This design comes from an exercise in tuning for small area on the open sky130 flow, not from production work.
In this exercise RTL edits were held to simulation tests only and were not proved equivalent to the original.
No activity file was given, so power comes from the tool's default toggle rates.

== build 81 ==
Design additive_synth_top, start of the top module:
module additive_synth_top (
	input wire ADC_Data_Received,
	input wire reset,
	input wire i_param_load,
	input wire [15:0] i_param_freq,
	input wire [8:0] i_param_rate,
	input wire [8:0] i_param_initial,
	input wire [15:0] i_param_spread,
	output logic o_dac_cs,
	output logic o_dac_clock,
	output logic o_dac_bit
);
	logic [10:0] cnt;                  
	logic active;                      
	logic [7:0] rc;                    
	logic [3:0] b;
	logic copy;                        
	assign b = rc[3:0];
	assign copy = (cnt == 11'd1499) || (cnt == 11'd2047);
	always_ff @(posedge ADC_Data_Received) begin
		if (reset) begin
			cnt <= 11'd2047;
			active <= 1'b0;
			rc <= 8'd0;
		end else begin
			cnt <= copy ? 11'd0 : cnt + 11'd1;
			if (cnt == 11'd1499)
				active <= 1'b1;
			rc <= rc + 8'd1;
		end
	end
	logic [15:0] live_freq, live_spread, snap_freq, snap_spread;
	logic [8:0] live_rate, live_init, snap_rate;
	always_ff @(posedge ADC_Data_Received) begin
		if (reset) begin
			live_freq <= 16'(FREQ_DEFAULT);
			live_rate <= 9'(RATE_DEFAULT);
			live_init <= 9'(INITIAL_DEFAULT);
			live_spread <= 16'(SPREAD_DEFAULT);
		end else if (i_param_load) begin
			live_freq <= i_param_freq;
			live_rate <= i_param_rate;
			live_init <= i_param_initial;
			live_spread <= i_param_spread;
		end
	end
	always_ff @(posedge ADC_Data_Received) begin
		if (!reset && copy) begin
			snap_freq <= live_freq;
			snap_rate <= live_rate;
			snap_spread <= live_spread;
		end
	end
	logic wk;                          
	logic [1:0] w;                     
	logic [4:0] k;                     
	logic kz;
	logic alive;                       
	logic last_word;
	assign kz = (k == 5'd0);
	assign last_word = (b == 4'd15);
	logic [255:0] ring;
  ...
Size in the first run: about 1100 cells after synthesis, roughly 490 flip-flops, about 56 I/O pins, roughly 15000 um2 of cells after synthesis.
==> flow/config.mk <==
export PLATFORM = sky130hd
export DESIGN_NAME = additive_synth_top
export DESIGN_NICKNAME = additive_synth_top
export VERILOG_FILES = /design/flow/design.v
export SDC_FILE = /design/flow/constraint.sdc
export NUM_CORES = 4
export LEC_CHECK = 0
export CAP_MARGIN = 20
export CORE_MARGIN = 2
export CORE_UTILIZATION = 40
export CTS_BUF_LIST = sky130_fd_sc_hd__clkbuf_16
export CTS_CLUSTER_DIAMETER = 80
export CTS_CLUSTER_SIZE = 30
export PLACE_DENSITY = 0.6
export SLEW_MARGIN = 20
==> flow/constraint.sdc <==
create_clock -name core_clock -period 12.0 [get_ports {ADC_Data_Received}]
set_input_delay 2.4000 -clock core_clock [delete_from_list [all_inputs] [get_ports {ADC_Data_Received}]]
set_output_delay 2.4000 -clock core_clock [all_outputs]
set_load 0.01 [all_outputs]
run.sh (not shown) runs the stock make flow with config.mk's settings and CLKGATE_MAP_FILE= SYNTH_SCRIPT=/design/flow/synth_recipe.tcl, a recipe that flattens the netlist after the stock synthesis.
Changes in build 71 relative to build 81:
- CTS_CLUSTER_DIAMETER no longer set, was 80
- CTS_BUF_LIST no longer set, was sky130_fd_sc_hd__clkbuf_16
- CTS_CLUSTER_SIZE no longer set, was 30
==> comparison <==
Relative to build 81, global routing usage summed across all routing layers increased by 0.67 points in build 71. The worst clock skew on the final layout in build 71 sits 0.0094 ns above the value recorded for build 81. Build 71 vs build 81 on fraction of power spent switching nets: build 71 is the lower one. The lower fraction of power consumed by combinational cells came out of build 71. Diff build 81..build 71 | sequential power | negligible. Relative to build 81, deepest level of the CTS H-tree increased by 1 in build 71. Delta (build 71 minus build 81): total power went up by 0.58 mW; setup slack went up by 0.028 ns.
What build 53 does differently from build 71 at the input level:
- CTS_CLUSTER_SIZE newly set to 30
- CTS_BUF_LIST newly set to sky130_fd_sc_hd__clkbuf_4
[summary]
- Post-route core utilization down 0.20 points in build 53 wrt build 71
- Worst slew margin relative to its limit: build 53 vs build 71 up 0.65 points
- Build 53: sequential share of layout area higher than build 71
- In build 53, latest clock arrival within the worst-skew pair is higher than in build 71.
- Data arrival time at the worst-slack endpoint, build 71 and build 53: lower on build 71
- Looking at growth of design area from synthesis to finish, build 53 sits 0.48 points lower than build 71 does.
- Diff build 53..build 71 | die span in x | unchanged

Starting RTL as in the previous note.
export LEC_CHECK = 0
export CAP_MARGIN = 20
export CORE_MARGIN = 2
export CORE_UTILIZATION = 40
export CTS_BUF_LIST = sky130_fd_sc_hd__clkbuf_2 sky130_fd_sc_hd__clkbuf_4 sky130_fd_sc_hd__clkbuf_8
export PLACE_DENSITY = 0.6
export SLEW_MARGIN = 20
create_clock -name core_clock -period 12.0 [get_ports {ADC_Data_Received}]
Next try:
==> flow/flow/run.sh (new file) <==
#!/bin/bash
# Standard ORFS layout with a leaner clock tree (large leaf clusters of
# clkbuf_16, no dummy loads) and the smallest buffer on each port.
set -uo pipefail
bash standard.sh \
  "CTS_ARGS=-sink_clustering_enable -repair_clock_nets -buf_list sky130_fd_sc_hd__clkbuf_16 -sink_clustering_size 30 -sink_clustering_max_diameter 80 -dont_use_dummy_load" \
  "BUFFER_PORTS_ARGS=-buffer_cell sky130_fd_sc_hd__buf_1" \
  finish > orfs_make.log 2>&1
status=$?
cp -r orfs/logs orfs_logs 2>/dev/null || true
exit $status
==> flow/standard.sh (new file) <==
#!/bin/bash
# synth_recipe.tcl (not shown) runs the flow's synth.tcl, then flattens the netlist and writes it again
# the make line also repeats each setting of config.mk as NAME=value (left out here)
make -C /OpenROAD-flow-scripts/flow DESIGN_CONFIG=/design/flow/config.mk WORK_HOME=/design/flow/orfs CLKGATE_MAP_FILE= SYNTH_SCRIPT=/design/flow/synth_recipe.tcl "${@:-finish}"
CTS_BUF_LIST = default   (was sky130_fd_sc_hd__clkbuf_2 sky130_fd_sc_hd__clkbuf_4 sky130_fd_sc_hd__clkbuf_8)
removed: flow/run.sh
After rerunning: Area after synthesis is unchanged; routed wire length drops by about 6%; via count shrinks by about 5%; clock power went down by about 40%; combinational power drops by about 6%; die area does not change; synthesized cell count does not change; sequential power is about the same; first-iteration DRC count climbs by 9.9%; sequential share of layout area rose by 4.9 points.

==> static timing again, ports no longer ideal <==
The flow's constraints put no driver on any port. The routed layouts listed below were extracted and timed again, unchanged, in two steps.
Step 1 assumes that a clkbuf_16 drives the clock port and a buf_2 every other input.
Step 2 moves the port delays by t, midway between the first and last clock arrival at a register: inputs arrive t later, outputs are due t later. That takes back most of the time a late clock gives input paths.
Slacks: no drivers / after step 1 / after step 2; pairs: no drivers / after step 1.
run | t (ns) | setup slack, ns | latest minus earliest clock arrival (ns)
build 81 | 0.607 | 6.483 / 6.434 / 7.040 | 0.032 / 0.031
build 71 | 0.621 | 6.511 / 6.464 / 7.085 | 0.042 / 0.042
build 53 | 0.822 | 6.300 / 6.254 / 7.075 | 0.070 / 0.071
the first run of note 2 | 0.647 | 6.461 / 6.414 / 7.061 | 0.047 / 0.048
the second run of note 2 | 0.577 | 6.894 / 6.845 / 7.361 | 0.083 / 0.083
After both steps every run listed still meets setup and hold.
